Background: an optimization exercise with open tools, aiming at small area, a short achievable clock period and few clock cycles per item. Do not read the settings as production practice. RTL that was checked went through simulation tests only; none was proved equivalent to the original. The RTL of runs 3 to 8 was laid out without a check of its function. No activity file was given, so power comes from the tool's default toggle rates.

==> design.v <==
`default_nettype none
package pipe_pkg;
    typedef logic [4:0] reg_addr_t;
    typedef logic [31:0] word_t;
    typedef logic [31:0] inst_addr_t;
    typedef logic [31:0] data_addr_t;
    typedef enum logic [3:0] {
        ADD = 4'd0,
        SUB = 4'd1,
        AND = 4'd2,
        OR  = 4'd3,
        XOR = 4'd4,
        SLT = 4'd5,
        SLL = 4'd6,
        SRL = 4'd7,
        BEQ = 4'd8,
        BNE = 4'd9,
        LW  = 4'd10,
        SW  = 4'd11,
        NOP = 4'd12
    } cmd_t;
    typedef struct packed {
        cmd_t       cmd;
        inst_addr_t pc;
        word_t      rs1;
        word_t      rs2;
        word_t      imm;
        reg_addr_t  rd;
    } issue_t;
    typedef struct packed {
        cmd_t       cmdtype;
        reg_addr_t  rsd_addr;
        word_t      rsd_data;
        logic       write_rsd;
        logic       branch;
        inst_addr_t branch_address;
        data_addr_t mem_addr;
        logic       mem_read;
    } ex_mem_t;
    typedef struct packed {
        reg_addr_t rd;
        word_t     data;
    } wb_t;
    typedef logic [5:0] stall_t;
    localparam int STALL_EX  = 3;
    localparam int STALL_MEM = 4;
endpackage
`default_nettype wire
`timescale 1ns/1ps
`default_nettype none
module ex_mem_top #(
    parameter int DMEM_WORDS = 16
) (
    input  logic        clk_in,
    input  logic        reset,
    input  logic        rdy_in,
    input  logic [3:0]  issue_cmd,
    input  logic [31:0] issue_pc,
    input  logic [31:0] issue_rs1,
    input  logic [31:0] issue_rs2,
    input  logic [31:0] issue_imm,
    input  logic [4:0]  issue_rd,
    input  logic        issue_strobe,
    output logic        ex_busy,
    output logic [4:0]  wb_rd,
    output logic [31:0] wb_data,
    output logic        wb_strobe,
    output logic        branch_taken,
    output logic [31:0] branch_target
);
    localparam logic [3:0] C_ADD = 4'd0;
    localparam logic [3:0] C_SUB = 4'd1;
    localparam logic [3:0] C_AND = 4'd2;
    localparam logic [3:0] C_OR  = 4'd3;
    localparam logic [3:0] C_XOR = 4'd4;
    localparam logic [3:0] C_SLT = 4'd5;
    localparam logic [3:0] C_SLL = 4'd6;
    localparam logic [3:0] C_SRL = 4'd7;
    localparam logic [3:0] C_BEQ = 4'd8;
    localparam logic [3:0] C_BNE = 4'd9;
    localparam logic [3:0] C_LW  = 4'd10;
    localparam logic [3:0] C_SW  = 4'd11;
    assign ex_busy = !rdy_in;
    logic accept;
    assign accept = issue_strobe && rdy_in;
    logic        d_br, d_sll, d_shift, d_inv, d_sw, d_wb, d_taken;
    logic [31:0] d_rs1, d_a, d_b;
    logic [5:0]  d_addr;
    always_comb begin
        d_br    = (issue_cmd == C_BEQ) || (issue_cmd == C_BNE);
        d_sll   = (issue_cmd == C_SLL);
        d_shift = (issue_cmd == C_SLL) || (issue_cmd == C_SRL);
        d_inv   = (issue_cmd == C_SUB) || (issue_cmd == C_SLT);
        d_sw    = (issue_cmd == C_SW);
        d_wb    = (issue_cmd <= C_SRL) || (issue_cmd == C_LW);
        d_taken = ((issue_rs1 == issue_rs2) == (issue_cmd == C_BEQ)) && d_br;
        d_addr  = issue_rs1[5:0] + issue_imm[5:0];
        for (int i = 0; i < 32; i++) d_rs1[i] = d_sll ? issue_rs1[31-i] : issue_rs1[i];
        if (d_shift && issue_rs2[4]) d_rs1 = {16'd0, d_rs1[31:16]};
        d_a = d_br ? issue_pc : (d_sw ? 32'd0 : d_rs1);
        d_b = d_br ? issue_imm : (d_inv ? ~issue_rs2 : issue_rs2);
    end
    logic        s_wb, s_br, s_sw;
    logic [31:0] s_a, s_p;
    logic        s_cin, s_g0, s_and, s_xor;
    logic        s_sum, s_slt, s_srl, s_sll;
    logic [15:0] s_sel;
    logic [3:0]  s_sh;
    logic [4:0]  s_rd;
    always_ff @(posedge clk_in) begin
        if (reset) begin
            s_wb <= 1'b0;
            s_br <= 1'b0;
            s_sw <= 1'b0;
        end else begin
            s_wb <= accept && d_wb;
            s_br <= accept && d_taken;
            s_sw <= accept && d_sw;
        end
    end
    always_ff @(posedge clk_in) begin
        s_a   <= d_a;
        s_p   <= d_a ^ d_b;
        s_cin <= d_inv;
        s_g0  <= (d_a[0] ^ d_b[0]) ? d_inv : d_a[0];
        s_and <= (issue_cmd == C_AND) || (issue_cmd == C_OR);
        s_xor <= (issue_cmd == C_XOR) || (issue_cmd == C_OR);
        s_sum <= (issue_cmd == C_ADD) || (issue_cmd == C_SUB) || d_br;
        s_slt <= (issue_cmd == C_SLT);
        s_srl <= (issue_cmd == C_SRL);
        s_sll <= d_sll;
        for (int w = 0; w < 16; w++)
            s_sel[w] <= (d_addr[5:2] == 4'(w)) && ((issue_cmd == C_LW) || d_sw);
        s_sh  <= issue_rs2[3:0];
        s_rd  <= issue_rd;
    end
    logic [31:0] dmem [DMEM_WORDS];
    logic [31:0] gn, pg, pp, ng, np, sum, lg, sh, sh_rev, rdata, result;
    logic        lt;
    int          j;
    always_comb begin
        gn = s_a & ~s_p;
        pg = gn;
        pp = s_p;
        pg[0] = s_g0;
        for (int l = 0; l < 5; l++) begin
            ng = pg;
            np = pp;
            for (int i = 0; i < 32; i++) begin
                if ((i >> l) & 1) begin
                    j = ((i >> l) << l) - 1;
                    ng[i] = pg[i] | (pp[i] & pg[j]);
                    np[i] = pp[i] & pp[j];
                end
            end
            pg = ng;
            pp = np;
        end
        sum = s_p ^ {pg[30:0], s_cin};
        lg  = ({32{s_and}} & gn) | ({32{s_xor}} & s_p);
        lt  = s_p[31] ? !pg[30] : s_a[31];
        sh  = s_a >> s_sh;
        for (int i = 0; i < 32; i++) sh_rev[i] = sh[31-i];
        rdata = '0;
        for (int w = 0; w < 16; w++) rdata = rdata | ({32{s_sel[w]}} & dmem[w]);
        result = ({32{s_sum}} & sum) | lg | {31'd0, s_slt & lt} |
                 ({32{s_srl}} & sh) | ({32{s_sll}} & sh_rev) |
                 rdata;
    end
    always_ff @(posedge clk_in) begin
        for (int w = 0; w < 16; w++) begin
            if (s_sw && s_sel[w]) dmem[w] <= s_p;
        end
    end
    logic        pend_wb, pend_br;
    logic [31:0] res;
    logic [4:0]  res_rd;
    always_ff @(posedge clk_in) begin
        if (reset) begin
            wb_strobe    <= 1'b0;
            branch_taken <= 1'b0;
            pend_wb      <= 1'b0;
            pend_br      <= 1'b0;
        end else begin
            wb_strobe    <= rdy_in && (s_wb || pend_wb);
            branch_taken <= rdy_in && (s_br || pend_br);
            pend_wb      <= !rdy_in && (s_wb || pend_wb);
            pend_br      <= !rdy_in && (s_br || pend_br);
        end
    end
    always_ff @(posedge clk_in) begin
        if (s_wb || s_br) begin
            res    <= result;
            res_rd <= s_rd;
        end
    end
    assign wb_data       = res;
    assign branch_target = res;
    assign wb_rd         = res_rd;
endmodule
`default_nettype wire
==> flow/run.sh <==
#!/bin/bash
# Standard ORFS layout (the standard.sh, unchanged synthesis), with two
# make settings: the port buffers start as buf_1 (the resizer may still
# upsize them), and clock tree synthesis inserts no dummy loads.
set -euo pipefail
bash standard.sh \
  BUFFER_PORTS_ARGS="-buffer_cell sky130_fd_sc_hd__buf_1" \
  CTS_ARGS="-sink_clustering_enable -repair_clock_nets -sink_clustering_size 16 -sink_clustering_max_diameter 50 -buf_list sky130_fd_sc_hd__clkbuf_8 -dont_use_dummy_load" \
  MATCH_CELL_FOOTPRINT=0 \
  finish > standard_make.log 2>&1
==> standard.sh <==
#!/bin/bash
# synth_recipe.tcl (not shown) runs the flow's synth.tcl, then flattens the netlist and writes it again
# the make line also repeats each setting of config.mk as NAME=value (left out here)
make -C /OpenROAD-flow-scripts/flow DESIGN_CONFIG=/design/flow/config.mk WORK_HOME=/design/flow/orfs CLKGATE_MAP_FILE= SYNTH_SCRIPT=/design/flow/synth_recipe.tcl "${@:-finish}"
==> config.mk <==
export PLATFORM = sky130hd
export DESIGN_NAME = ex_mem_top
export DESIGN_NICKNAME = ex_mem_top
export VERILOG_FILES = /design/flow/design.v
export SDC_FILE = /design/flow/constraint.sdc
export NUM_CORES = 4
export LEC_CHECK = 0
export CAP_MARGIN = 20
export CORE_MARGIN = 2
export CORE_UTILIZATION = 60
export CTS_BUF_LIST = sky130_fd_sc_hd__clkbuf_8
export CTS_CLUSTER_DIAMETER = 50
export CTS_CLUSTER_SIZE = 16
export SETUP_SLACK_MARGIN = 2.8
export SLEW_MARGIN = 20
export TNS_END_PERCENT = 100
==> constraint.sdc <==
create_clock -name core_clock -period 5.0 [get_ports {clk_in}]
set_input_delay 1.0000 -clock core_clock [delete_from_list [all_inputs] [get_ports {clk_in}]]
set_output_delay 1.0000 -clock core_clock [all_outputs]
set_load 0.01 [all_outputs]
==> flow_summary.toml, run 1 <==
[sta]
fin_skew_ns = 0.132
tightest_slew_ns = 1.17
setup_viol = 0
tns_ns = 0
slew_headroom_pct = 21.9
clock.fmax_mhz = 422
post-route-min-period_ns = 2.37
setup_ws_ns = 2.63
slew_viol_final = 0
hold_violations = 0
layout_worst_path_cycle_share_pct = 47.4
rsz0062_at_grt = "true"

[finish]
syn_to_final_growth_pct = 18.1
final_cell_count_no_fill = 2903
final_util_pct = 72.0
drive_gt1_share_pct = 26.5
nets = 2449
fillerInstances = 3074

[min_path]
hp-start = "issue_rd[1]"
holdCritPathClass = "in -> reg"

[setup_path]
cp.required_ns = 4.00
cp_slowest_stage_delay_ns = 0.50
cp-end-kind = "output port"
reg2reg_from = "s_sel[13]"
crit_chain = "buf_1"
crit_path_start_kind = "register"
critPathArrivalTime_ns = 1.37
path_max_fanout = 2
worst-path-buf-inv = 1
path_class = "reg -> out"
slowest_stage = "edfxtp_1"
critPathTopFamily = "flip-flops"
crit_start = "res[24]"

[route]
vias = 20685
routedWlPerCell_um = 34.8
drt_pass1_iterations = 7
drc = 0
drt-vias-per-instance = 7.13
ant_nets = 0
drt_wl_total_um = 101000
drt_iter0_drc = 3225

[global_route]
antenna_found_initial = 2
grt_pass1_vias = 19667
grt_pass1_wl_um = 139000
groute.usage.overall_pct = 41.6
grt_start_max_net_pins = 68
grt.overflow.total = 0

[place]
pre_cts_ws_ns = 1.72
gp_congestion = 1.03
dp_hpwl_um = 59900
dp.cells = 2692
io_buffers = 212

[logic_synthesis]
synth_seq_cells = 653
synth_nets = 2130
synth_area_um2 = 27700
synth_edf_count = 549
syn-mean-instance-area_um2 = 14.0
synth-async-reset-ratio_pct = 0
synthCells = 1985
ys_seq_area_share_pct = 67.0
synth_flop_cell = "edfxtp_1"
synth_cell_types = 89
ys_warn_count = 2

[power]
leakagePower_nw = 11.0
p_per_area_nw_per_um2 = 343
ir_drop_mv = 0.281

[clock_tree]
cts_tree = "built"
htree_levels = 2
cts_root_buffer = "clkbuf_8"
cts_buffer_depth = 3
numCtsBuffers = 53
clk_pin_slew_ns = 0.11
insertion_delay_ns = 0.73
clkSinkCount = 653

[floorplan]
die_w_um = 219
die-area_um2 = 47900
num_rows = 78
fp.dieH_um = 219
io_pins = 213
coreArea_um2 = 45500
start_util_pct = 61.0

[outcome]
status = "complete, no violations"

[flow_run]
max-cap-violations = 0
## stage by stage
stage	hold slack, ns	power [W]	cell area (um^2)
after floorplan	0.386	0.00748	27800
after global placement	0.385	0.00812	29000
after detailed placement	0.389	0.00814	29000
after CTS	0.375	0.0110	31900
after global routing	0.377	0.0115	32700
final	0.397	0.0112	32700
## Yosys cell counts (all sizes together) (9+ instances only)
| library cell | number | area (um^2) |
|---|---|---|
| a222oi | 39 | 390 |
| buf | 74 | 465 |
| nand4 | 50 | 313 |
| xor2 | 41 | 359 |
| mux4 | 23 | 518 |
| nand3 | 32 | 160 |
| mux2i | 64 | 657 |
| nor2b | 23 | 146 |
| inv | 20 | 77.6 |
| a22oi | 138 | 1040 |
| nor4 | 11 | 68.8 |
| clkbuf | 82 | 308 |
| dfxtp | 104 | 2080 |
| o221ai | 9 | 85.1 |
| nand2b | 11 | 68.8 |
| o21ai | 77 | 397 |
| nor2 | 116 | 445 |
| nor3 | 22 | 110 |
| a221oi | 51 | 453 |
| and2 | 22 | 139 |
| nand2 | 104 | 395 |
| edfxtp | 549 | 16500 |
| a31oi | 13 | 118 |
| xnor2 | 85 | 744 |
| a21oi | 84 | 428 |
| a22o | 41 | 359 |
## what timing repair did
item                                    4_1_cts  5_1_grt
hold buffers                                  0        0
gates resized for setup                     310      149
setup buffers                               120       26
endpoints found under the setup margin      412      127
pin swaps                                    54       52
hold endpoints to repair                      0        0
cloned                                        7        4
## cell usage in the layout (no fill, tap or decap), types with 15 or more instances in the layout
| cell type | netlist | final |
|---|---|---|
| edfxtp_1 | 549 | 549 |
| buf_1 | 13 | 150 |
| a22oi_1 | 138 | 133 |
| buf_4 | 37 | 132 |
| nor2_1 | 114 | 103 |
| nand2_1 | 102 | 97 |
| xnor2_1 | 85 | 83 |
| a21oi_1 | 82 | 68 |
| clkbuf_2 | 0 | 60 |
| clkbuf_8 | 0 | 54 |
| nand4_1 | 50 | 50 |
| o21ai_1 | 13 | 46 |
| mux2i_1 | 62 | 45 |
| dfxtp_4 | 0 | 45 |
| dfxtp_1 | 104 | 43 |
| a22o_1 | 41 | 41 |
| xor2_1 | 41 | 41 |
| a222oi_1 | 39 | 39 |
| buf_6 | 3 | 35 |
| nand3_1 | 32 | 29 |
| a221oi_2 | 1 | 27 |
| mux4_2 | 23 | 23 |
| a221oi_1 | 50 | 23 |
| buf_12 | 0 | 23 |
| o21ai_0 | 61 | 16 |
| nor2b_1 | 22 | 16 |
| dfxtp_2 | 0 | 16 |
| and2_2 | 1 | 15 |
## sequential cells by signal (all words and copies together) (netlist names), 4 cells and up
name and flops:
res 32, s_a 32, res_rd 5, s_sel 16
s_rd 5, s_sh 4, dmem 512, s_p 32
## cell type report
type / count / area (um^2) / area share (%)
Antenna cell: 1 / 2.50 / 0.00764
Clock buffer: 53 / 729 / 2.23
Inverter: 20 / 96.3 / 0.294
Multi-Input combinational cell: 1157 / 9330 / 28.5
Sequential cell: 653 / 18800 / 57.3
Tap cell: 600 / 751 / 2.29
Timing Repair Buffer: 419 / 3080 / 9.40
## power by group
group,switching [W],internal (W)
clock network,0.00164,0.000941
logic,0.00125,0.000838
registers,0.000338,0.00624
## metal layers
metal  track usage (%)  up-vias  wire [um]
met5                 0        -         30
met2              64.8     1820      46200
met3              8.94      340      13400
met4              19.3        4       5800
met1              56.3    10094      35600
li1                  -     8427          -
## logic make-up (layout without fill, tap and decap cells)
kind of cell               after synthesis  in the layout  share of synthesized area [%]
other                                    0              1                              0
and+or+nand+nor                        410            411                           7.16
DFF                                    653            653                           67.0
xor gates and xnor gates               126            126                           3.98
adders and majority gates                4              4                          0.181
buffers and inverters                  176            492                           3.07
muxes                                   93             93                           4.51
AOI/OAI and AO/OA                      523            523                           14.1
## path summary, 6_finish.rpt
| kind | depth (start not counted) | slack (ns) | endpoint |
|---|---|---|---|
| worst min register to register | 0 | 0.41 | res_rd[1] |
| worst max register to register | 6 | 2.64 | res[8] |
| worst max-delay path | 1 | 2.63 | branch_target[24] |
| worst min-delay path | 1 | 0.40 | s_rd[1] |
Testbench counts, summed over its fixed seeds: cycles 16,016, ops 16,000.
==> run 2, diff against run 1 <==
--- a/flow/run.sh
+++ b/flow/run.sh
@@ -6,5 +6,4 @@
 bash standard.sh \
   BUFFER_PORTS_ARGS="-buffer_cell sky130_fd_sc_hd__buf_1" \
   CTS_ARGS="-sink_clustering_enable -repair_clock_nets -sink_clustering_size 16 -sink_clustering_max_diameter 50 -buf_list sky130_fd_sc_hd__clkbuf_8 -dont_use_dummy_load" \
-  MATCH_CELL_FOOTPRINT=0 \
   finish > standard_make.log 2>&1
==> flow_summary.toml, run 2 <==
[outcome]
status = "complete, no violations"

[sta]
rsz0062_at_grt = "true"
clock.fmax_mhz = 408
hold_violations = 0
layout_worst_path_cycle_share_pct = 49.0
tns_ns = 0
post-route-min-period_ns = 2.45
setup_viol = 0
fin_skew_ns = 0.136
tightest_slew_ns = 1.10
slew_viol_final = 0
slew_headroom_pct = 26.6

[logic_synthesis]
synth_nets = 2130
synth_flop_cell = "edfxtp_1"
synthCells = 1985
ys_seq_area_share_pct = 67.0
synth_top_area_share_pct = 59.5
synth_common_cells = "549 x edfxtp_1, 138 x a22oi_1, 114 x nor2_1, 104 x dfxtp_1, 102 x nand2_1"
ys_warn_count = 2
yosysTopAreaCell = "edfxtp_1"
synth_area_um2 = 27700
synthTopCellsByArea = "edfxtp_1 59%, dfxtp_1 7.5%, a22oi_1 3.7%"
syn-mean-instance-area_um2 = 14.0
synth_edf_count = 549
synth_seq_cells = 653
synth_cell_types = 89
yosysMostFrequentCell = "edfxtp_1"
synth-async-reset-ratio_pct = 0

[route]
vias = 20486
drt_wl_total_um = 98600
drc = 0
drt_pass1_iterations = 9
ant_nets = 0
routedWlPerCell_um = 34.2
drt-vias-per-instance = 7.10
drt_iter0_drc = 3169

[clock_tree]
cts_tree = "built"
cts_hold_buf = 0
clkSinkCount = 653
insertion_delay_ns = 0.72
numCtsBuffers = 53
cts_root_buffer = "clkbuf_8"
htree_levels = 2
cts_buffer_depth = 3
clk_pin_slew_ns = 0.10

[setup_path]
crit_path_start_kind = "register"
critPathArrivalTime_ns = 2.78
path_class = "reg -> reg"
cp-end-kind = "register"
cp.required_ns = 5.33
path_max_fanout = 19

[finish]
final-seq-area_um2 = 18700
final_cell_mix = "549 x edfxtp_1, 146 x buf_1, 130 x a22oi_1, 116 x buf_4, 102 x nor2_1"
fillerInstances = 3099
final_common_cell = "edfxtp_1"
multiInputGateArea_um2 = 9320
nets = 2432
largest_reg_flops = 512
regMostFlops = "dmem"
final_cell_count_no_fill = 2886
syn_to_final_growth_pct = 17.4
drive_gt1_share_pct = 25.1

[floorplan]
die_w_um = 219
io_pins = 213
die-area_um2 = 47900
coreArea_um2 = 45500
num_rows = 78
fp.dieH_um = 219
start_util_pct = 61.0

[power]
ir_drop_mv = 0.294
leakagePower_nw = 10.9
swShare_pct = 28.6
p_int_w = 0.00797
switchingPower_w = 0.00320
power_w = 0.0112
p_clk_share_pct = 23.1
p_per_area_nw_per_um2 = 343
p_comb_share_pct = 18.1
seq_power_share_pct = 58.8

[global_route]
antenna_found_initial = 1
grt.overflow.total = 0
groute.usage.overall_pct = 40.7
grt_pass1_wl_um = 137000
grt_start_max_net_pins = 39
grt_pass1_vias = 19452

[place]
gp_congestion = 0.984
io_buffers = 212
dp.cells = 2700
dp_hpwl_um = 58900

[flow_run]
max-cap-violations = 0

[min_path]
holdCritPathClass = "reg -> reg"
run 2: critical path, cell delays in order (launching register included):
cell and delay [ns]:
dfxtp_4 0.39, buf_4 0.17, buf_6 0.21, a22o_1 0.25, a221oi_1 0.28, nand4_1 0.24, nor3_1 0.22, o221ai_1 0.29
run 2: final cells by class:
| type | instances | area share, % |
|---|---|---|
| flip-flops and latches | 653 | 57.5 |
| multi-input cells | 1160 | 28.6 |
| repair buffers | 399 | 8.97 |
| well taps | 600 | 2.31 |
| clock buffers | 53 | 2.24 |
| inverters | 20 | 0.308 |
| diodes | 1 | 0.00769 |
run 2: power groups by stage:
stage	clock, W	combinational (W)	sequential (W)
final	0.00258	0.00202	0.00657
after global routing	0.00274	0.00210	0.00657
after CTS	0.00257	0.00179	0.00655
after detailed placement	0	0.00135	0.00677
after global placement	0	0.00134	0.00676
after floorplan	0	0.000932	0.00655
run 2: path summary, 6_finish.rpt:
kind | from | to | slack, ns | depth (start not counted)
setup / recovery | s_sel[3] | res[6] | 2.55 | 7
hold / removal | s_rd[1] | res_rd[1] | 0.40 | 0
setup reg to reg | s_sel[3] | res[6] | 2.55 | 7
hold reg to reg | s_rd[1] | res_rd[1] | 0.40 | 0
run 2: through the flow:
stage               cell area [um^2]  setup WS (ns)  util, %  hold slack, ns
floorplan                      27800           2.53        -           0.386
global placement               29000           1.83     63.9           0.386
detailed placement             29000           1.81     63.9           0.389
CTS                            31700           2.53     69.7           0.375
global route                   32500           2.55     71.6           0.383
finish                         32500           2.55     71.6           0.405
run 2: layer usage:
| metal | part of all wire (%) | track usage [%] | vias up | wire length, um |
|---|---|---|---|---|
| met5 | 0 | 0 | - | 0 |
| li1 | - | - | 8374 | - |
| met4 | 6.4 | 20.3 | 0 | 6340 |
| met1 | 35 | 55.6 | 10029 | 34800 |
| met2 | 45 | 62.0 | 1725 | 44100 |
| met3 | 13 | 9.29 | 358 | 13300 |
run 2: repair_timing:
item / CTS / global route
endpoints found under the setup margin: 347 / 145
setup buffers: 87 / 35
gates resized for setup: 263 / 169
gates cloned: 8 / 2
pin swaps: 45 / 55
run 2: logic make-up after synthesis:
kind of cell               synth area share (%)
and+or+nand+nor                            7.16
xor gates and xnor gates                   3.98
adders and majority gates                 0.181
buffers and inverters                      3.07
DFF                                        67.0
muxes                                      4.51
AOI/OAI and AO/OA                          14.1
==> run 3, diff against run 2 <==
--- a/design.v
+++ b/design.v
@@ -97,6 +97,8 @@
         d_addr  = issue_rs1[5:0] + issue_imm[5:0];
         for (int i = 0; i < 32; i++) d_rs1[i] = d_sll ? issue_rs1[31-i] : issue_rs1[i];
         if (d_shift && issue_rs2[4]) d_rs1 = {16'd0, d_rs1[31:16]};
+        if (d_shift && issue_rs2[3]) d_rs1 = {8'd0, d_rs1[31:8]};
+        if (d_shift && issue_rs2[2]) d_rs1 = {4'd0, d_rs1[31:4]};
         d_a = d_br ? issue_pc : (d_sw ? 32'd0 : d_rs1);
         d_b = d_br ? issue_imm : (d_inv ? ~issue_rs2 : issue_rs2);
     end
@@ -105,7 +107,7 @@
     logic        s_cin, s_g0, s_and, s_xor;
     logic        s_sum, s_slt, s_srl, s_sll;
     logic [15:0] s_sel;
-    logic [3:0]  s_sh;
+    logic [1:0]  s_sh;
     logic [4:0]  s_rd;
     always_ff @(posedge clk_in) begin
         if (reset) begin
@@ -131,7 +133,7 @@
         s_sll <= d_sll;
         for (int w = 0; w < 16; w++)
             s_sel[w] <= (d_addr[5:2] == 4'(w)) && ((issue_cmd == C_LW) || d_sw);
-        s_sh  <= issue_rs2[3:0];
+        s_sh  <= issue_rs2[1:0];
         s_rd  <= issue_rd;
     end
     logic [31:0] dmem [DMEM_WORDS];
--- a/flow/run.sh
+++ b/flow/run.sh
@@ -6,4 +6,5 @@
 bash standard.sh \
   BUFFER_PORTS_ARGS="-buffer_cell sky130_fd_sc_hd__buf_1" \
   CTS_ARGS="-sink_clustering_enable -repair_clock_nets -sink_clustering_size 16 -sink_clustering_max_diameter 50 -buf_list sky130_fd_sc_hd__clkbuf_8 -dont_use_dummy_load" \
+  MATCH_CELL_FOOTPRINT=0 \
   finish > standard_make.log 2>&1
--- a/config.mk
+++ b/config.mk
@@ -11,6 +11,6 @@
 export CTS_BUF_LIST = sky130_fd_sc_hd__clkbuf_8
 export CTS_CLUSTER_DIAMETER = 50
 export CTS_CLUSTER_SIZE = 16
-export SETUP_SLACK_MARGIN = 2.8
+export SETUP_SLACK_MARGIN = 2.7
 export SLEW_MARGIN = 20
 export TNS_END_PERCENT = 100
==> flow_summary.toml, run 3 <==
[outcome]
status = "complete, no violations"

[finish]
final_cell_mix = "549 x edfxtp_1, 181 x buf_1, 149 x a22oi_1, 111 x buf_4, 105 x nand2_1"
largest_reg_flops = 512
antennaDiodeCount = 0
nets = 2379
fillerInstances = 3100
regMostFlops = "dmem"
final-seq-area_um2 = 18700
multiInputGateArea_um2 = 9130
drive_gt1_share_pct = 20.2
final_util_pct = 69.5
final_common_cell = "edfxtp_1"
syn_to_final_growth_pct = 13.9

[floorplan]
die-area_um2 = 48000
die_w_um = 219
fp.dieH_um = 219
coreArea_um2 = 45600
start_util_pct = 61.0
num_rows = 78
io_pins = 213

[clock_tree]
htree_levels = 2
cts_tree = "built"
numCtsBuffers = 53
insertion_delay_ns = 0.71
cts_buffer_depth = 3
clk_pin_slew_ns = 0.10
cts_root_buffer = "clkbuf_8"
clkSinkCount = 651
cts_hold_buf = 0

[route]
vias = 20318
ant_nets = 0
drt-vias-per-instance = 7.17
routedWlPerCell_um = 34.6
drt_wl_total_um = 97900
drt_pass1_iterations = 8
drt_iter0_drc = 3658
drc = 0

[sta]
tns_ns = 0
slew_headroom_pct = 43.8
post-route-min-period_ns = 2.44
setup_viol = 0
rsz0062_at_grt = "true"
tightest_slew_ns = 0.841
fin_skew_ns = 0.0886
layout_worst_path_cycle_share_pct = 48.8
slew_viol_final = 0
hold_violations = 0
clock.fmax_mhz = 410

[logic_synthesis]
synth_edf_count = 549
synth-async-reset-ratio_pct = 0
ys_seq_area_share_pct = 66.7
synth_top_area_share_pct = 59.3
synth_seq_cells = 651
yosysMostFrequentCell = "edfxtp_1"
synth_cell_types = 79
synth_nets = 2127
syn-mean-instance-area_um2 = 14.0
synth_area_um2 = 27800
ys_warn_count = 2
synth_common_cells = "549 x edfxtp_1, 152 x a22oi_1, 107 x nand2_1, 102 x dfxtp_1, 95 x nor2_1"
yosysTopAreaCell = "edfxtp_1"
synth_flop_cell = "edfxtp_1"
synthTopCellsByArea = "edfxtp_1 59%, dfxtp_1 7.4%, a22oi_1 4.1%"
synthCells = 1982

[power]
swShare_pct = 28.3
leakagePower_nw = 10.1
seq_power_share_pct = 59.8
ir_drop_mv = 0.333
p_int_w = 0.00795
power_w = 0.0111
p_comb_share_pct = 17.1
p_per_area_nw_per_um2 = 350
p_clk_share_pct = 23.2
switchingPower_w = 0.00314

[setup_path]
reg2reg_slack_ns = 2.56
path_class = "reg -> reg"
crit_start = "s_p[5]"
rr_worst_depth = 8
critPathArrivalTime_ns = 2.91
path_max_fanout = 4
reg2reg_from = "s_p[5]"
crit_path_start_kind = "register"
cp-endpoint = "res[28]"
cp.required_ns = 5.47
r2r_end = "res[28]"
cp-end-kind = "register"

[global_route]
grt_most_used_layer = "met2"
grt_start_max_net_pins = 61
grt_util_met2_pct = 62.4
antenna_found_initial = 1
grt.overflow.total = 0
groute.usage.overall_pct = 40.8
grt_pass1_vias = 19620
use_met3_pct = 10.3
grt_pass1_wl_um = 137000
use_met1_pct = 54.0

[min_path]
holdCritPathClass = "in -> reg"

[place]
dp_hpwl_um = 60600
gp_congestion = 0.976
io_buffers = 212

[flow_run]
max-cap-violations = 0
-- run 3: what timing repair did --
item / CTS / global route
buffers inserted: 45 / 33
gates resized for setup: 169 / 107
pin swaps: 31 / 34
hold endpoints to repair: 0 / 0
setup endpoints to repair: 211 / 119
cloned: 3 / 3
-- run 3: logic make-up (layout without fill, tap and decap cells) --
logic type,Yosys count,count (layout),synth area share [%]
compound gates,532,532,14.9
xor+xnor,130,130,4.10
fa+ha+maj,4,4,0.180
buf+inv,180,429,3.06
flops,651,651,66.7
mux,54,54,3.26
simple gates,431,432,7.84
-- run 3: power by group through the flow --
stage                     registers (W)  logic [W]  clock network (W)
after detailed placement        0.00683    0.00131                  0
after floorplan                 0.00659   0.000919                  0
after global routing            0.00663    0.00198            0.00276
after global placement          0.00681    0.00129                  0
after CTS                       0.00662    0.00169            0.00256
final                           0.00663    0.00189            0.00257
-- run 3: final cells by class --
class / instances / area share [%]
Timing Repair Buffer: 357 / 7.30
Sequential cell: 651 / 58.9
Multi-Input combinational cell: 1152 / 28.8
Inverter: 19 / 0.233
Clock buffer: 53 / 2.30
Tap cell: 600 / 2.37
-- run 3: worst max-delay path: stages (launching register included) --
cell	delay, ns
dfxtp_4	0.39
and3b_1	0.18
o32a_1	0.40
and2_4	0.18
or3_4	0.37
o21ai_4	0.18
buf_12	0.14
o21ai_4	0.08
o211ai_1	0.33
-- run 3: worst min-delay path by stage --
stage | start | to | depth (start not counted)
2_1_floorplan | s_rd[0] | res_rd[0] | 0
3_3_place_gp | s_rd[1] | res_rd[1] | 0
3_5_place_dp | s_rd[2] | res_rd[2] | 0
4_1_cts | issue_rd[4] | s_rd[4] | 1
5_1_grt | issue_rd[4] | s_rd[4] | 1
6_report | issue_rd[4] | s_rd[4] | 1
-- run 3: metrics by stage --
stage	setup WS (ns)	std cells	cell area (um^2)	hold slack [ns]
after floorplan	2.36	1982	27900	0.386
after global placement	1.39	2695	29200	0.386
final	2.56	2832	31700	0.378
after CTS	2.60	2796	31000	0.361
after global routing	2.53	2832	31700	0.364
after detailed placement	1.31	2695	29200	0.389
-- run 3: per-layer routing --
metal	vias up	wire, um
met3	345	13000
li1	8324	-
met4	2	5850
met5	-	19
met2	1688	45100
met1	9959	34000
==> run 4, diff against run 3 <==
--- a/design.v
+++ b/design.v
@@ -84,7 +84,7 @@
     logic accept;
     assign accept = issue_strobe && rdy_in;
     logic        d_br, d_sll, d_shift, d_inv, d_sw, d_wb, d_taken;
-    logic [31:0] d_rs1, d_a, d_b;
+    logic [31:0] d_rs1, d_a, d_b, d_g;
     logic [5:0]  d_addr;
     always_comb begin
         d_br    = (issue_cmd == C_BEQ) || (issue_cmd == C_BNE);
@@ -99,11 +99,12 @@
         if (d_shift && issue_rs2[4]) d_rs1 = {16'd0, d_rs1[31:16]};
         if (d_shift && issue_rs2[3]) d_rs1 = {8'd0, d_rs1[31:8]};
         if (d_shift && issue_rs2[2]) d_rs1 = {4'd0, d_rs1[31:4]};
-        d_a = d_br ? issue_pc : (d_sw ? 32'd0 : d_rs1);
+        d_a = d_br ? issue_pc : (d_sw ? 32'd0 : issue_rs1);
         d_b = d_br ? issue_imm : (d_inv ? ~issue_rs2 : issue_rs2);
+        d_g = d_shift ? d_rs1 : (d_a & d_b);
     end
     logic        s_wb, s_br, s_sw;
-    logic [31:0] s_a, s_p;
+    logic [31:0] s_g, s_p;
     logic        s_cin, s_g0, s_and, s_xor;
     logic        s_sum, s_slt, s_srl, s_sll;
     logic [15:0] s_sel;
@@ -121,7 +122,7 @@
         end
     end
     always_ff @(posedge clk_in) begin
-        s_a   <= d_a;
+        s_g   <= d_g;
         s_p   <= d_a ^ d_b;
         s_cin <= d_inv;
         s_g0  <= (d_a[0] ^ d_b[0]) ? d_inv : d_a[0];
@@ -141,7 +142,7 @@
     logic        lt;
     int          j;
     always_comb begin
-        gn = s_a & ~s_p;
+        gn = s_g;
         pg = gn;
         pp = s_p;
         pg[0] = s_g0;
@@ -160,8 +161,8 @@
         end
         sum = s_p ^ {pg[30:0], s_cin};
         lg  = ({32{s_and}} & gn) | ({32{s_xor}} & s_p);
-        lt  = s_p[31] ? !pg[30] : s_a[31];
-        sh  = s_a >> s_sh;
+        lt  = s_p[31] ? !pg[30] : s_g[31];
+        sh  = s_g >> s_sh;
         for (int i = 0; i < 32; i++) sh_rev[i] = sh[31-i];
         rdata = '0;
         for (int w = 0; w < 16; w++) rdata = rdata | ({32{s_sel[w]}} & dmem[w]);
--- a/flow/run.sh
+++ b/flow/run.sh
@@ -6,5 +6,4 @@
 bash standard.sh \
   BUFFER_PORTS_ARGS="-buffer_cell sky130_fd_sc_hd__buf_1" \
   CTS_ARGS="-sink_clustering_enable -repair_clock_nets -sink_clustering_size 16 -sink_clustering_max_diameter 50 -buf_list sky130_fd_sc_hd__clkbuf_8 -dont_use_dummy_load" \
-  MATCH_CELL_FOOTPRINT=0 \
   finish > standard_make.log 2>&1
--- a/config.mk
+++ b/config.mk
@@ -11,6 +11,6 @@
 export CTS_BUF_LIST = sky130_fd_sc_hd__clkbuf_8
 export CTS_CLUSTER_DIAMETER = 50
 export CTS_CLUSTER_SIZE = 16
-export SETUP_SLACK_MARGIN = 2.7
+export SETUP_SLACK_MARGIN = 2.8
 export SLEW_MARGIN = 20
 export TNS_END_PERCENT = 100
==> flow_summary.toml, run 4 <==
[sta]
clock.fmax_mhz = 400
slew_viol_final = 0
tns_ns = 0
setup_viol = 0
post-route-min-period_ns = 2.50
fin_skew_ns = 0.0901
layout_worst_path_cycle_share_pct = 50.0
rsz0062_at_grt = "true"
hold_violations = 0
slew_headroom_pct = 47.8
whs_ns = 0.389
tightest_slew_ns = 0.783

[logic_synthesis]
yosysMostFrequentCell = "edfxtp_1"
synth_seq_cells = 651
syn-mean-instance-area_um2 = 14.1
synth-async-reset-ratio_pct = 0
ys_seq_area_share_pct = 66.1
ys_warn_count = 2
synth_edf_count = 549
synth_cell_types = 73
synth_nets = 2173
synth_area_um2 = 28000
synth_top_area_share_pct = 58.8
synthTopCellsByArea = "edfxtp_1 59%, dfxtp_1 7.3%, a22oi_1 5.2%"
yosysTopAreaCell = "edfxtp_1"
synth_flop_cell = "edfxtp_1"
synth_common_cells = "549 x edfxtp_1, 193 x a22oi_1, 125 x nand2_1, 102 x dfxtp_1, 97 x clkbuf_1"
synthCells = 1991

[clock_tree]
clkSinkCount = 651
htree_levels = 2
cts_tree = "built"
cts_root_buffer = "clkbuf_8"
numCtsBuffers = 54
insertion_delay_ns = 0.70
clk_pin_slew_ns = 0.09
cts_buffer_depth = 3

[place]
gp_congestion = 0.982
placed_area_um2 = 29400
io_buffers = 212
dp_hpwl_um = 60400

[finish]
multiInputGateArea_um2 = 9590
final_cell_mix = "549 x edfxtp_1, 189 x a22oi_1, 134 x buf_1, 118 x nand2_1, 88 x a22o_1"
fillerInstances = 3188
largest_reg_flops = 512
finalInstanceArea_um2 = 32200
regMostFlops = "dmem"
final-seq-area_um2 = 18700
final_util_pct = 69.4
nets = 2425
drive_gt1_share_pct = 23.8
final_common_cell = "edfxtp_1"
syn_to_final_growth_pct = 14.9

[power]
p_int_w = 0.00782
p_per_area_nw_per_um2 = 335
seq_power_share_pct = 60.7
p_comb_share_pct = 15.3
p_clk_share_pct = 24.1
swShare_pct = 27.3
ir_drop_mv = 0.253
switchingPower_w = 0.00294
leakagePower_nw = 10.9

[floorplan]
io_pins = 213
coreArea_um2 = 46400
die_w_um = 220
fp.dieH_um = 220
die-area_um2 = 48400
start_util_pct = 60.4
num_rows = 79

[setup_path]
path_class = "reg -> reg"
cp-end-kind = "register"
critPathArrivalTime_ns = 2.94
path_max_fanout = 9
cp.required_ns = 5.45
crit_path_start_kind = "register"

[min_path]
holdCritPathClass = "in -> reg"

[route]
routedWlPerCell_um = 35.3
drt_wl_total_um = 101000
drt_iter0_drc = 3315
vias = 20570
drt_pass1_iterations = 8
drc = 0
ant_nets = 0
drt-vias-per-instance = 7.22

[global_route]
antenna_found_initial = 4
grt.overflow.total = 0
groute.usage.overall_pct = 41.0
grt_pass1_wl_um = 138000
grt_start_max_net_pins = 53
grt_pass1_vias = 19357

[flow_run]
max-cap-violations = 0

[outcome]
status = "complete, no violations"
[run 4: cells by family after synthesis]
kind of cell    after synthesis  synth area share (%)
flops                       651                  66.1
compound gates              568                  15.0
simple gates                384                  6.75
buf+inv                     169                  2.97
mux                          93                  4.69
xor+xnor                     85                  2.66
fa+ha+maj                    41                  1.83
[run 4: power groups by stage]
stage	Combinational, W	Sequential, W	Clock (W)
2_1_floorplan	0.000734	0.00649	0
3_3_place_gp	0.00116	0.00666	0
3_5_place_dp	0.00117	0.00667	0
4_1_cts	0.00145	0.00650	0.00260
5_1_grt	0.00170	0.00653	0.00279
6_report	0.00164	0.00653	0.00259
[run 4: through the flow]
step           setup slack [ns]  total power, W  cells
6_report                   2.50          0.0108   2850
5_1_grt                    2.42          0.0110   2848
4_1_cts                    2.55          0.0105   2821
3_5_place_dp               1.44         0.00784   2710
3_3_place_gp               1.52         0.00782   2710
2_1_floorplan              2.34         0.00723   1991
[run 4: layout make-up]
cell class / instances / area share, %
repair inverters: 5 / 0.206
diodes: 2 / 0.0155
flip-flops and latches: 651 / 58.0
well taps: 607 / 2.36
repair buffers: 349 / 7.16
clock buffers: 54 / 2.31
inverters: 9 / 0.183
multi-input cells: 1173 / 29.8
[run 4: what timing repair did]
item,4_1_cts,5_1_grt
cloned,7,1
buffers inserted,50,26
hold buffers,0,0
pin swaps,38,59
resized for setup,190,207
endpoints found under the setup margin,283,170
[run 4: per-layer routing]
| metal | wire length [um] | GRT usage (%) |
|---|---|---|
| met1 | 37100 | 55.8 |
| met2 | 45100 | 62.6 |
| met3 | 12300 | 9.97 |
| met4 | 6140 | 18.9 |
| met5 | 27 | 0 |
[run 4: worst paths after layout]
path	startpoint	endpoint	slack [ns]	depth (start not counted)
max reg2reg	s_g[13]	res[30]	2.50	8
max	s_g[13]	res[30]	2.50	8
min	issue_rd[4]	s_rd[4]	0.39	1
min reg2reg	s_rd[3]	res_rd[3]	0.41	0
[run 4: worst max-delay path: stages, from the launching register on]
cell      delay, ns
dfxtp_2        0.43
a21o_1         0.21
a21o_1         0.22
a21oi_4        0.24
a31oi_4        0.13
buf_12         0.16
a211oi_4       0.33
xnor2_2        0.12
o211ai_1       0.40
==> run 5, diff against run 4 <==
--- a/config.mk
+++ b/config.mk
@@ -7,10 +7,11 @@
 export LEC_CHECK = 0
 export CAP_MARGIN = 20
 export CORE_MARGIN = 2
-export CORE_UTILIZATION = 60
+export CORE_UTILIZATION = 70
 export CTS_BUF_LIST = sky130_fd_sc_hd__clkbuf_8
 export CTS_CLUSTER_DIAMETER = 50
 export CTS_CLUSTER_SIZE = 16
+export PLACE_DENSITY = 0.72
 export SETUP_SLACK_MARGIN = 2.8
 export SLEW_MARGIN = 20
 export TNS_END_PERCENT = 100
==> flow_summary.toml, run 5 <==
[global_route]
antenna_found_initial = 1
grt_pass1_wl_um = 137000
grt_start_max_net_pins = 53
grt_pass1_vias = 20303
groute.usage.overall_pct = 46.7
grt.overflow.total = 0

[logic_synthesis]
ys_warn_count = 2
synth_cell_types = 73
synth_top_area_share_pct = 58.8
synthTopCellsByArea = "edfxtp_1 59%, dfxtp_1 7.3%, a22oi_1 5.2%"
syn-mean-instance-area_um2 = 14.1
synth_common_cells = "549 x edfxtp_1, 193 x a22oi_1, 125 x nand2_1, 102 x dfxtp_1, 97 x clkbuf_1"
yosysMostFrequentCell = "edfxtp_1"
synthCells = 1991
synth_nets = 2173
synth_area_um2 = 28000
synth_flop_cell = "edfxtp_1"
synth-async-reset-ratio_pct = 0
synth_seq_cells = 651
ys_seq_area_share_pct = 66.1
synth_edf_count = 549
yosysTopAreaCell = "edfxtp_1"

[floorplan]
num_rows = 73
coreArea_um2 = 39600
fp.dieH_um = 204
die-area_um2 = 41600
start_util_pct = 70.7
io_pins = 213
die_w_um = 204

[power]
switchingPower_w = 0.00293
leakagePower_nw = 10.6
power_w = 0.0107
ir_drop_mv = 0.319
p_clk_share_pct = 24.1
seq_power_share_pct = 61.5
p_per_area_nw_per_um2 = 337
swShare_pct = 27.4
p_comb_share_pct = 14.4
p_int_w = 0.00776

[clock_tree]
cts_root_buffer = "clkbuf_8"
htree_levels = 2
cts_buffer_depth = 3
numCtsBuffers = 53
insertion_delay_ns = 0.70
cts_hold_buf = 0
cts_tree = "built"
clkSinkCount = 651
clk_pin_slew_ns = 0.09

[setup_path]
path_class = "reg -> reg"
crit_path_start_kind = "register"
critPathArrivalTime_ns = 3.21
cp.required_ns = 5.39
cp-end-kind = "register"
crit_chain = "a21o_1, nor3b_4, o21ai_4, a31oi_4, a211oi_4, xnor2_2, o211ai_1"
worst-path-buf-inv = 0
path_max_fanout = 7
cp_slowest_stage_delay_ns = 0.64
slowest_stage = "dfxtp_1"
critPathTopFamily = "compound AO/OA/AOI/OAI gates"

[sta]
tns_ns = 0
setup_viol = 0
whs_ns = 0.392
slew_viol_final = 0
slew_headroom_pct = 29.3
rsz0062_at_grt = "true"
clock.fmax_mhz = 354
tightest_slew_ns = 1.06
fin_skew_ns = 0.0822
hold_violations = 0
layout_worst_path_cycle_share_pct = 56.4
post-route-min-period_ns = 2.82

[finish]
final-seq-area_um2 = 18600
multiInputGateArea_um2 = 9410
regMostFlops = "dmem"
largest_reg_flops = 512
nets = 2405
final_cell_mix = "549 x edfxtp_1, 189 x a22oi_1, 141 x buf_1, 120 x nand2_1, 88 x a22o_1"
syn_to_final_growth_pct = 13.2
final_common_cell = "edfxtp_1"
finalInstanceArea_um2 = 31700
fillerInstances = 2104
drive_gt1_share_pct = 21.1

[place]
placed_area_um2 = 29300
gp_congestion = 0.983
dp_hpwl_um = 58400
io_buffers = 212

[min_path]
holdCritPathClass = "in -> reg"

[route]
drt-vias-per-instance = 7.80
drt_iter0_drc = 4146
ant_nets = 0
drc = 0
routedWlPerCell_um = 35.9
wl_met1_um = 31300
top_layer = "met5"
drt_pass1_iterations = 14
vias = 21425
route.met2.wl_um = 43400
wl_met3_um = 16300
drt_wl_total_um = 98600

[outcome]
status = "complete, no violations"

[flow_run]
max-cap-violations = 0
[run 5: worst paths after layout]
path	from	endpoint	slack (ns)	depth (start not counted)
min reg2reg	s_rd[3]	res_rd[3]	0.41	0
max reg2reg	s_g[4]	res[30]	2.18	7
min	issue_rd[2]	s_rd[2]	0.39	1
max	s_g[4]	res[30]	2.18	7
[run 5: kinds of logic after synthesis]
kind of cell	count (synthesis)	synth area share (%)
AO/OA/AOI/OAI	568	15.0
XOR/XNOR	85	2.66
adder cells (fa/ha/maj)	41	1.83
buffers and inverters	169	2.97
flip-flops	651	66.1
multiplexers	93	4.69
AND/OR/NAND/NOR	384	6.75
[run 5: routing by layer]
| metal | vias up | global-route usage [%] |
|---|---|---|
| li1 | 8323 | - |
| met1 | 10025 | 60.8 |
| met2 | 2468 | 68.8 |
| met3 | 607 | 16.7 |
| met4 | 2 | 26.6 |
| met5 | - | 0 |
[run 5: power by group through the flow]
| stage | Combinational, W | Clock (W) | Sequential (W) |
|---|---|---|---|
| after CTS | 0.00137 | 0.00252 | 0.00653 |
| after global routing | 0.00159 | 0.00272 | 0.00656 |
| final | 0.00154 | 0.00257 | 0.00657 |
| after detailed placement | 0.00116 | 0 | 0.00666 |
| after floorplan | 0.000734 | 0 | 0.00649 |
| after global placement | 0.00113 | 0 | 0.00665 |
[run 5: repair_timing]
item | CTS | global route
cloned | 3 | 2
buffers inserted | 40 | 28
endpoints found under the setup margin | 287 | 202
pin swaps | 30 | 40
gates resized for setup | 183 | 138
[run 5: final cells by class]
class                   count  area share, %
multi-input cells        1172           29.7
repair inverters            1         0.0513
clock buffers              53           2.30
inverters                   9          0.174
repair buffers            335           6.93
well taps                 525           2.07
flip-flops and latches    651           58.8
diodes                      2         0.0158
[run 5: metrics by stage]
| stage | cells | worst slack [ns] | util (%) |
|---|---|---|---|
| 2_1_floorplan | 1991 | 2.34 | - |
| 3_3_place_gp | 2620 | 1.55 | 73.8 |
| 3_5_place_dp | 2620 | 1.50 | 73.8 |
| 4_1_cts | 2716 | 2.54 | 78.3 |
| 5_1_grt | 2746 | 2.23 | 80.0 |
| 6_report | 2748 | 2.18 | 80.0 |
==> run 6, diff against run 5 <==
--- a/config.mk
+++ b/config.mk
@@ -7,11 +7,10 @@
 export LEC_CHECK = 0
 export CAP_MARGIN = 20
 export CORE_MARGIN = 2
-export CORE_UTILIZATION = 70
+export CORE_UTILIZATION = 55
 export CTS_BUF_LIST = sky130_fd_sc_hd__clkbuf_8
 export CTS_CLUSTER_DIAMETER = 50
 export CTS_CLUSTER_SIZE = 16
-export PLACE_DENSITY = 0.72
 export SETUP_SLACK_MARGIN = 2.8
 export SLEW_MARGIN = 20
 export TNS_END_PERCENT = 100
==> flow_summary.toml, run 6 <==
[route]
drt_pass1_iterations = 8
drc = 0
vias = 20376
ant_nets = 0
drt_wl_total_um = 101000
drt-vias-per-instance = 7.02
routedWlPerCell_um = 34.9
drt_iter0_drc = 3222

[sta]
slew_headroom_pct = 39.3
tightest_slew_ns = 0.910
layout_worst_path_cycle_share_pct = 50.4
rsz0062_at_grt = "true"
setup_viol = 0
slew_viol_final = 0
tns_ns = 0
post-route-min-period_ns = 2.52
hold_violations = 0
fin_skew_ns = 0.118
clock.fmax_mhz = 397

[power]
seq_power_share_pct = 60.5
swShare_pct = 27.4
p_int_w = 0.00782
leakagePower_nw = 10.7
p_clk_share_pct = 24.8
switchingPower_w = 0.00295
p_per_area_nw_per_um2 = 337
p_comb_share_pct = 14.8
ir_drop_mv = 0.256

[outcome]
status = "complete, no violations"

[clock_tree]
clkSinkCount = 651
insertion_delay_ns = 0.73
clk_pin_slew_ns = 0.10
htree_levels = 2
cts_buffer_depth = 3
numCtsBuffers = 56
cts_root_buffer = "clkbuf_8"
cts_tree = "built"

[place]
dp_hpwl_um = 61900
dp.cells = 2777
io_buffers = 212
gp_congestion = 0.945

[floorplan]
fp.dieH_um = 230
start_util_pct = 55.8
coreArea_um2 = 50200
die_w_um = 230
io_pins = 213
num_rows = 82
die-area_um2 = 52800

[setup_path]
critPathArrivalTime_ns = 2.84
path_class = "reg -> reg"
cp-end-kind = "register"
crit_path_start_kind = "register"
cp.required_ns = 5.32
path_max_fanout = 9
rr_worst_depth = 7

[flow_run]
max-cap-violations = 0

[logic_synthesis]
yosysTopAreaCell = "edfxtp_1"
synth_flop_cell = "edfxtp_1"
synth_seq_cells = 651
synth_common_cells = "549 x edfxtp_1, 193 x a22oi_1, 125 x nand2_1, 102 x dfxtp_1, 97 x clkbuf_1"
synth_cell_types = 73
synthTopCellsByArea = "edfxtp_1 59%, dfxtp_1 7.3%, a22oi_1 5.2%"
synth-async-reset-ratio_pct = 0
syn-mean-instance-area_um2 = 14.1
ys_warn_count = 2
yosysMostFrequentCell = "edfxtp_1"
synthCells = 1991
synth_edf_count = 549
synth_top_area_share_pct = 58.8
synth_area_um2 = 28000
ys_seq_area_share_pct = 66.1
synth_nets = 2173

[global_route]
grt_pass1_vias = 19417
grt_start_max_net_pins = 58
antenna_found_initial = 5
groute.usage.overall_pct = 37.7
grt_pass1_wl_um = 141000
grt.overflow.total = 0

[finish]
largest_reg_flops = 512
syn_to_final_growth_pct = 14.0
final_common_cell = "edfxtp_1"
final_cell_count_no_fill = 2901
final_cell_mix = "549 x edfxtp_1, 189 x a22oi_1, 152 x buf_1, 121 x nand2_1, 87 x a22o_1"
drive_gt1_share_pct = 21.7
nets = 2411
regMostFlops = "dmem"

[min_path]
holdCritPathClass = "in -> reg"
hold_depth = 1
[run 6: cell counts after synthesis]
No cell type changed its count.
[run 6: final timing paths]
path	from	endpoint	slack, ns
worst max-delay path	s_g[12]	res[30]	2.48
worst min-delay path	issue_rd[2]	s_rd[2]	0.36
worst max register to register	s_g[12]	res[30]	2.48
worst min register to register	s_rd[0]	res_rd[0]	0.41
[run 6: timing repair]
| item | CTS | global route |
|---|---|---|
| hold buffers | 0 | 0 |
| pin swaps | 31 | 37 |
| resized for setup | 182 | 151 |
| hold endpoints to repair | 0 | 0 |
| gates cloned | 4 | 3 |
| setup endpoints to repair | 449 | 143 |
| buffers inserted | 38 | 21 |
[run 6: worst max-delay path: stages, from the launching register on]
cell	delay [ns]
dfxtp_2	0.46
a21o_1	0.22
a21o_1	0.19
a21oi_2	0.26
a31oi_4	0.22
a211oi_4	0.41
xnor2_1	0.17
o211ai_1	0.17
[run 6: layout make-up]
class | count | area [um^2]
well taps | 672 | 841
flip-flops and latches | 651 | 18700
inverters | 9 | 53.8
multi-input cells | 1171 | 9470
diodes | 2 | 5.00
fillers | 3805 | 18200
repair inverters | 5 | 62.6
clock buffers | 56 | 771
repair buffers | 335 | 2090
[run 6: cell families after synthesis]
family	synth area share [%]
simple gates	6.75
mux	4.69
fa+ha+maj	1.83
xor+xnor	2.66
flops	66.1
compound gates	15.0
buf+inv	2.97
[run 6: per-layer routing]
layer | share of wire, % | vias up | global-route usage (%)
li1 | - | 8340 | -
met1 | 38 | 10250 | 52.8
met2 | 46 | 1476 | 58.9
met3 | 11 | 308 | 6.58
met4 | 5.0 | 2 | 15.9
met5 | 0.013 | - | 0
[run 6: power groups by stage]
stage | clock network (W) | registers (W) | logic (W)
finish | 0.00267 | 0.00652 | 0.00159
global route | 0.00283 | 0.00652 | 0.00166
CTS | 0.00265 | 0.00650 | 0.00144
detailed placement | 0 | 0.00665 | 0.00122
global placement | 0 | 0.00663 | 0.00121
floorplan | 0 | 0.00649 | 0.000734
[run 6: through the flow]
step	setup WS, ns	hold WS, ns	utilization, %	power (W)	area (um^2)
after floorplan	2.34	0.386	-	0.00723	28300
after global placement	1.63	0.386	58.9	0.00784	29500
after detailed placement	1.65	0.389	58.9	0.00786	29500
after CTS	2.52	0.336	62.4	0.0106	31300
after global routing	2.45	0.358	63.7	0.0110	31900
final	2.48	0.363	63.7	0.0108	31900
==> run 7, diff against run 6 <==
--- a/flow/run.sh
+++ b/flow/run.sh
@@ -6,4 +6,5 @@
 bash standard.sh \
   BUFFER_PORTS_ARGS="-buffer_cell sky130_fd_sc_hd__buf_1" \
   CTS_ARGS="-sink_clustering_enable -repair_clock_nets -sink_clustering_size 16 -sink_clustering_max_diameter 50 -buf_list sky130_fd_sc_hd__clkbuf_8 -dont_use_dummy_load" \
+  MATCH_CELL_FOOTPRINT=0 \
   finish > standard_make.log 2>&1
--- a/config.mk
+++ b/config.mk
@@ -7,7 +7,7 @@
 export LEC_CHECK = 0
 export CAP_MARGIN = 20
 export CORE_MARGIN = 2
-export CORE_UTILIZATION = 55
+export CORE_UTILIZATION = 60
 export CTS_BUF_LIST = sky130_fd_sc_hd__clkbuf_8
 export CTS_CLUSTER_DIAMETER = 50
 export CTS_CLUSTER_SIZE = 16
==> flow_summary.toml, run 7 <==
[sta]
hold_violations = 0
slew_headroom_pct = 49.9
tns_ns = 0
clock.fmax_mhz = 411
layout_worst_path_cycle_share_pct = 48.7
tightest_slew_ns = 0.750
fin_skew_ns = 0.133
setup_ws_ns = 2.57
slew_viol_final = 0
rsz0062_at_grt = "true"
setup_viol = 0
post-route-min-period_ns = 2.43

[setup_path]
path_max_fanout = 6
cp_common_cell = "o211ai_1"
crit_start = "s_g0"
worst-path-buf-inv = 1
critPathArrivalTime_ns = 2.93
crit_path_start_kind = "register"
rr_worst_depth = 9
cp.required_ns = 5.49
reg2reg_from = "s_g0"
r2r_end = "res[30]"
crit_chain = "ha_4, o211ai_1, a211oi_2, o21ai_2, a31oi_4, buf_12, a211oi_4, xnor2_2, o211ai_1"
critPathTopFamily = "compound AO/OA/AOI/OAI gates"
slowest_stage = "dfxtp_4"
cp_slowest_stage_delay_ns = 0.36
reg2reg_slack_ns = 2.57
cp-end-kind = "register"
path_class = "reg -> reg"
path_depth = 9
cp-endpoint = "res[30]"

[logic_synthesis]
synth-async-reset-ratio_pct = 0
yosysMostFrequentCell = "edfxtp_1"
synth_common_cells = "549 x edfxtp_1, 193 x a22oi_1, 125 x nand2_1, 102 x dfxtp_1, 97 x clkbuf_1"
syn-mean-instance-area_um2 = 14.1
synthTopCellsByArea = "edfxtp_1 59%, dfxtp_1 7.3%, a22oi_1 5.2%"
synth_area_um2 = 28000
yosysTopAreaCell = "edfxtp_1"
synth_top_area_share_pct = 58.8
synth_seq_cells = 651
synth_cell_types = 73
ys_seq_area_share_pct = 66.1
ys_warn_count = 2
synth_flop_cell = "edfxtp_1"
synthCells = 1991
synth_edf_count = 549
synth_nets = 2173

[finish]
largest_reg_flops = 512
nets = 2426
final_common_cell = "edfxtp_1"
final_cell_mix = "549 x edfxtp_1, 189 x a22oi_1, 136 x buf_1, 119 x nand2_1, 97 x buf_4"
drive_gt1_share_pct = 23.5
syn_to_final_growth_pct = 14.6
regMostFlops = "dmem"

[power]
p_clk_share_pct = 24.2
swShare_pct = 27.4
seq_power_share_pct = 60.7
p_comb_share_pct = 15.1
switchingPower_w = 0.00295
leakagePower_nw = 10.8
p_int_w = 0.00782
p_per_area_nw_per_um2 = 335
ir_drop_mv = 0.287

[floorplan]
die-area_um2 = 48400
io_pins = 213
coreArea_um2 = 46400
die_w_um = 220
start_util_pct = 60.4
fp.dieH_um = 220
num_rows = 79

[place]
gp_congestion = 0.946
io_buffers = 212
dp_hpwl_um = 60200
pre_cts_ws_ns = 1.42

[clock_tree]
htree_levels = 2
insertion_delay_ns = 0.73
cts_buffer_depth = 3
cts_tree = "built"
cts_root_buffer = "clkbuf_8"
clk_pin_slew_ns = 0.10
clkSinkCount = 651
numCtsBuffers = 54

[route]
drt_iter0_drc = 3185
routedWlPerCell_um = 35.0
drt_wl_total_um = 99800
drc = 0
drt_pass1_iterations = 6
ant_nets = 0
vias = 20511
drt-vias-per-instance = 7.20

[min_path]
holdCritPathClass = "in -> reg"
hold_depth = 1

[global_route]
grt.overflow.total = 0
grt_pass1_vias = 19239
grt_pass1_wl_um = 137000
antenna_found_initial = 1
grt_start_max_net_pins = 53
groute.usage.overall_pct = 40.8

[outcome]
status = "complete, no violations"

[flow_run]
max-cap-violations = 0
-- run 7: cell counts after synthesis --
Identical to the previous run, type by type.
-- run 7: power by group through the flow --
stage	combinational (W)	sequential, W	clock, W
CTS	0.00143	0.00652	0.00260
finish	0.00162	0.00653	0.00261
detailed placement	0.00115	0.00668	0
floorplan	0.000730	0.00649	0
global placement	0.00115	0.00666	0
global route	0.00170	0.00653	0.00279
-- run 7: kinds of logic after synthesis --
family | after synthesis | share of synthesized area (%)
AO/OA/AOI/OAI | 568 | 15.0
AND/OR/NAND/NOR | 384 | 6.75
XOR/XNOR | 85 | 2.66
multiplexers | 93 | 4.69
buffers and inverters | 169 | 2.97
adder cells (fa/ha/maj) | 41 | 1.83
flip-flops | 651 | 66.1
-- run 7: layout make-up --
cell class,instances,area [um^2]
Sequential cell,651,18700
Fill cell,3206,14200
Multi-Input combinational cell,1173,9480
Timing Repair Buffer,352,2330
Tap cell,607,759
Clock buffer,54,743
Inverter,9,53.8
Timing Repair inverter,3,35.0
Antenna cell,1,2.50
-- run 7: per-layer routing --
layer,track usage [%],vias up,part of all wire (%)
met5,0,-,0.012
met4,19.7,2,5.6
met3,10.1,340,13
met2,60.9,1751,45
met1,56.3,10049,36
li1,-,8369,-
-- run 7: worst min-delay path by stage --
stage                            from  slack [ns]   endpoint
after floorplan               s_rd[0]        0.39  res_rd[0]
after global placement        s_rd[2]        0.39  res_rd[2]
after detailed placement      s_rd[0]        0.39  res_rd[0]
after CTS                 issue_rd[2]        0.34    s_rd[2]
after global routing      issue_rd[2]        0.34    s_rd[2]
final                     issue_rd[0]        0.36    s_rd[0]
-- run 7: repair_timing --
item / in CTS / in global routing
endpoints found under the setup margin: 375 / 182
hold buffers: 0 / 0
endpoints found under the hold margin: 0 / 0
buffers inserted: 47 / 30
cloned: 8 / 1
resized for setup: 232 / 176
pin swaps: 33 / 41
-- run 7: metrics by stage --
stage	hold slack [ns]	power, W	instance area (um^2)	std cells	util, %
2_1_floorplan	0.386	0.00722	28200	1991	-
3_3_place_gp	0.386	0.00781	29400	2709	63.4
3_5_place_dp	0.389	0.00783	29400	2709	63.4
4_1_cts	0.337	0.0105	31300	2818	67.6
5_1_grt	0.345	0.0110	32100	2849	69.3
6_report	0.359	0.0108	32100	2850	69.3
==> run 8, diff against run 7 <==
--- a/flow/run.sh
+++ b/flow/run.sh
@@ -6,5 +6,4 @@
 bash standard.sh \
   BUFFER_PORTS_ARGS="-buffer_cell sky130_fd_sc_hd__buf_1" \
   CTS_ARGS="-sink_clustering_enable -repair_clock_nets -sink_clustering_size 16 -sink_clustering_max_diameter 50 -buf_list sky130_fd_sc_hd__clkbuf_8 -dont_use_dummy_load" \
-  MATCH_CELL_FOOTPRINT=0 \
   finish > standard_make.log 2>&1
--- a/config.mk
+++ b/config.mk
@@ -11,6 +11,6 @@
 export CTS_BUF_LIST = sky130_fd_sc_hd__clkbuf_8
 export CTS_CLUSTER_DIAMETER = 50
 export CTS_CLUSTER_SIZE = 16
-export SETUP_SLACK_MARGIN = 2.8
+export SETUP_SLACK_MARGIN = 2.65
 export SLEW_MARGIN = 20
 export TNS_END_PERCENT = 100
==> flow_summary.toml, run 8 <==
[sta]
tightest_slew_ns = 0.734
fin_skew_ns = 0.0755
slew_headroom_pct = 51.1
hold_violations = 0
setup_viol = 0
rsz0062_at_grt = "true"
post-route-min-period_ns = 2.58
clock.fmax_mhz = 387
layout_worst_path_cycle_share_pct = 51.7
tns_ns = 0
slew_viol_final = 0

[place]
gp_congestion = 0.959
dp.cells = 2719
dp_hpwl_um = 60200
io_buffers = 212

[logic_synthesis]
yosysTopAreaCell = "edfxtp_1"
synth_cell_types = 73
synthTopCellsByArea = "edfxtp_1 59%, dfxtp_1 7.3%, a22oi_1 5.2%"
ys_warn_count = 2
synthCells = 1991
synth-async-reset-ratio_pct = 0
synth_common_cells = "549 x edfxtp_1, 193 x a22oi_1, 125 x nand2_1, 102 x dfxtp_1, 97 x clkbuf_1"
synth_seq_cells = 651
yosysMostFrequentCell = "edfxtp_1"
syn-mean-instance-area_um2 = 14.1
ys_seq_area_share_pct = 66.1
synth_edf_count = 549
synth_area_um2 = 28000
synth_flop_cell = "edfxtp_1"
synth_top_area_share_pct = 58.8
synth_nets = 2173

[power]
p_per_area_nw_per_um2 = 339
leakagePower_nw = 10.3
ir_drop_mv = 0.264

[global_route]
grt_pass1_wl_um = 135000
antenna_found_initial = 4
grt_pass1_vias = 19243
grt_start_max_net_pins = 53
groute.usage.overall_pct = 39.9
grt.overflow.total = 0

[route]
drt-vias-per-instance = 7.14
drt_iter0_drc = 2903
drt_wl_total_um = 97000
ant_nets = 0
drt_pass1_iterations = 8
routedWlPerCell_um = 34.4
vias = 20144
drc = 0

[clock_tree]
numCtsBuffers = 52
clkSinkCount = 651
cts_tree = "built"
cts_root_buffer = "clkbuf_8"
cts_buffer_depth = 3
insertion_delay_ns = 0.71
clk_pin_slew_ns = 0.10
htree_levels = 2

[floorplan]
die_w_um = 220
io_pins = 213
num_rows = 79
die-area_um2 = 48400
start_util_pct = 60.4
fp.dieH_um = 220
coreArea_um2 = 46400

[finish]
final_cell_count_no_fill = 2822
final_cell_mix = "549 x edfxtp_1, 203 x buf_1, 189 x a22oi_1, 122 x nand2_1, 88 x a22o_1"
final-seq-area_um2 = 18600
nets = 2397
final_util_pct = 67.5
fillerInstances = 3370
drive_gt1_share_pct = 17.3
syn_to_final_growth_pct = 11.6
final_common_cell = "edfxtp_1"
largest_reg_flops = 512
multiInputGateArea_um2 = 9250
regMostFlops = "dmem"

[setup_path]
cp.required_ns = 5.38
cp-end-kind = "register"
path_class = "reg -> reg"
crit_path_start_kind = "register"
critPathArrivalTime_ns = 2.97
path_max_fanout = 6

[min_path]
holdCritPathClass = "in -> reg"

[outcome]
status = "complete, no violations"

[flow_run]
max-cap-violations = 0
-- run 8: layer usage --
layer | wire, um | GRT usage, % | vias up
met5 | 11 | 0 | -
met4 | 5890 | 19.0 | 2
met3 | 12000 | 9.65 | 362
met2 | 43200 | 60.6 | 1577
met1 | 35900 | 54.4 | 9904
li1 | - | - | 8299
-- run 8: path summary, 6_finish.rpt --
check             slack (ns)  cells past startpoint         from   endpoint
hold reg to reg         0.42                      0      s_rd[0]  res_rd[0]
hold / removal          0.38                      1  issue_rd[0]    s_rd[0]
setup / recovery        2.42                     10       s_p[1]    res[30]
setup reg to reg        2.42                     10       s_p[1]    res[30]
-- run 8: per-stage QoR --
step	hold WS, ns	total power, W	setup WS [ns]	instance area [um^2]
after CTS	0.355	0.0104	2.51	30900
final	0.379	0.0106	2.42	31300
after global routing	0.375	0.0109	2.43	31300
after detailed placement	0.393	0.00783	1.44	29400
after floorplan	0.386	0.00721	2.34	28200
after global placement	0.385	0.00781	1.48	29400
-- run 8: kinds of logic after synthesis --
family	synth area share, %
flops	66.1
compound gates	15.0
simple gates	6.75
buf+inv	2.97
mux	4.69
xor+xnor	2.66
fa+ha+maj	1.83
-- run 8: timing repair --
action | 4_1_cts | 5_1_grt
gates cloned | 3 | 0
pin swaps | 29 | 33
gates resized for setup | 145 | 62
setup buffers | 29 | 17
setup endpoints to repair | 210 | 131
hold buffers | 0 | 0
-- run 8: cell type report --
class	instances	share of cell area (%)
repair inverters	1	0.0280
diodes	2	0.0160
clock buffers	52	2.29
multi-input cells	1172	29.6
well taps	607	2.43
inverters	9	0.160
repair buffers	328	5.91
flip-flops and latches	651	59.6
-- run 8: worst max-delay path, stage by stage, from the launching register on --
cell	delay, ns
dfxtp_4	0.37
ha_4	0.16
o211ai_1	0.17
buf_4	0.17
a211oi_4	0.06
o21ai_2	0.20
a31oi_4	0.12
buf_12	0.16
a211oi_4	0.31
xnor2_2	0.13
o211ai_1	0.44
-- run 8: report_power, final --
group | internal, W | switching (W)
clock network | 0.000926 | 0.00163
logic | 0.000620 | 0.000951
registers | 0.00618 | 0.000285
total | 0.00773 | 0.00286

port drivers added, routing unchanged:
In the flow no input, the clock included, has a driving cell. The finished layouts below were timed again as built, in two steps.
Step 1: set_driving_cell puts a clkbuf_16 on clk_in and a buf_2 on each other input, an assumption about the parent block.
Step 2 also shifts input and output timing later by t, the mid clock arrival at the registers, as if the neighbouring blocks saw the same clock.
a / b / c = ideal / step 1 / step 2; a / b = the first two.
run	shift t [ns]	slack for setup (ns)	worst setup path at the end
run 1	0.719	2.628 / 2.570 / 2.155	input to register
run 2	0.709	2.552 / 2.552 / 2.164	input to register
run 3	0.729	2.561 / 2.561 / 1.969	input to register
run 4	0.717	2.501 / 2.501 / 2.008	input to register
run 5	0.714	2.179 / 2.179 / 2.044	input to register
run 6	0.728	2.481 / 2.481 / 2.044	input to register
run 7	0.722	2.566 / 2.566 / 2.043	input to register
run 8	0.732	2.417 / 2.417 / 1.959	input to register
After both steps every run listed still meets setup and hold. For run 3, which loses most, drivers alone change the setup slack by 0.000 ns; drivers and shift together by -0.592 ns.
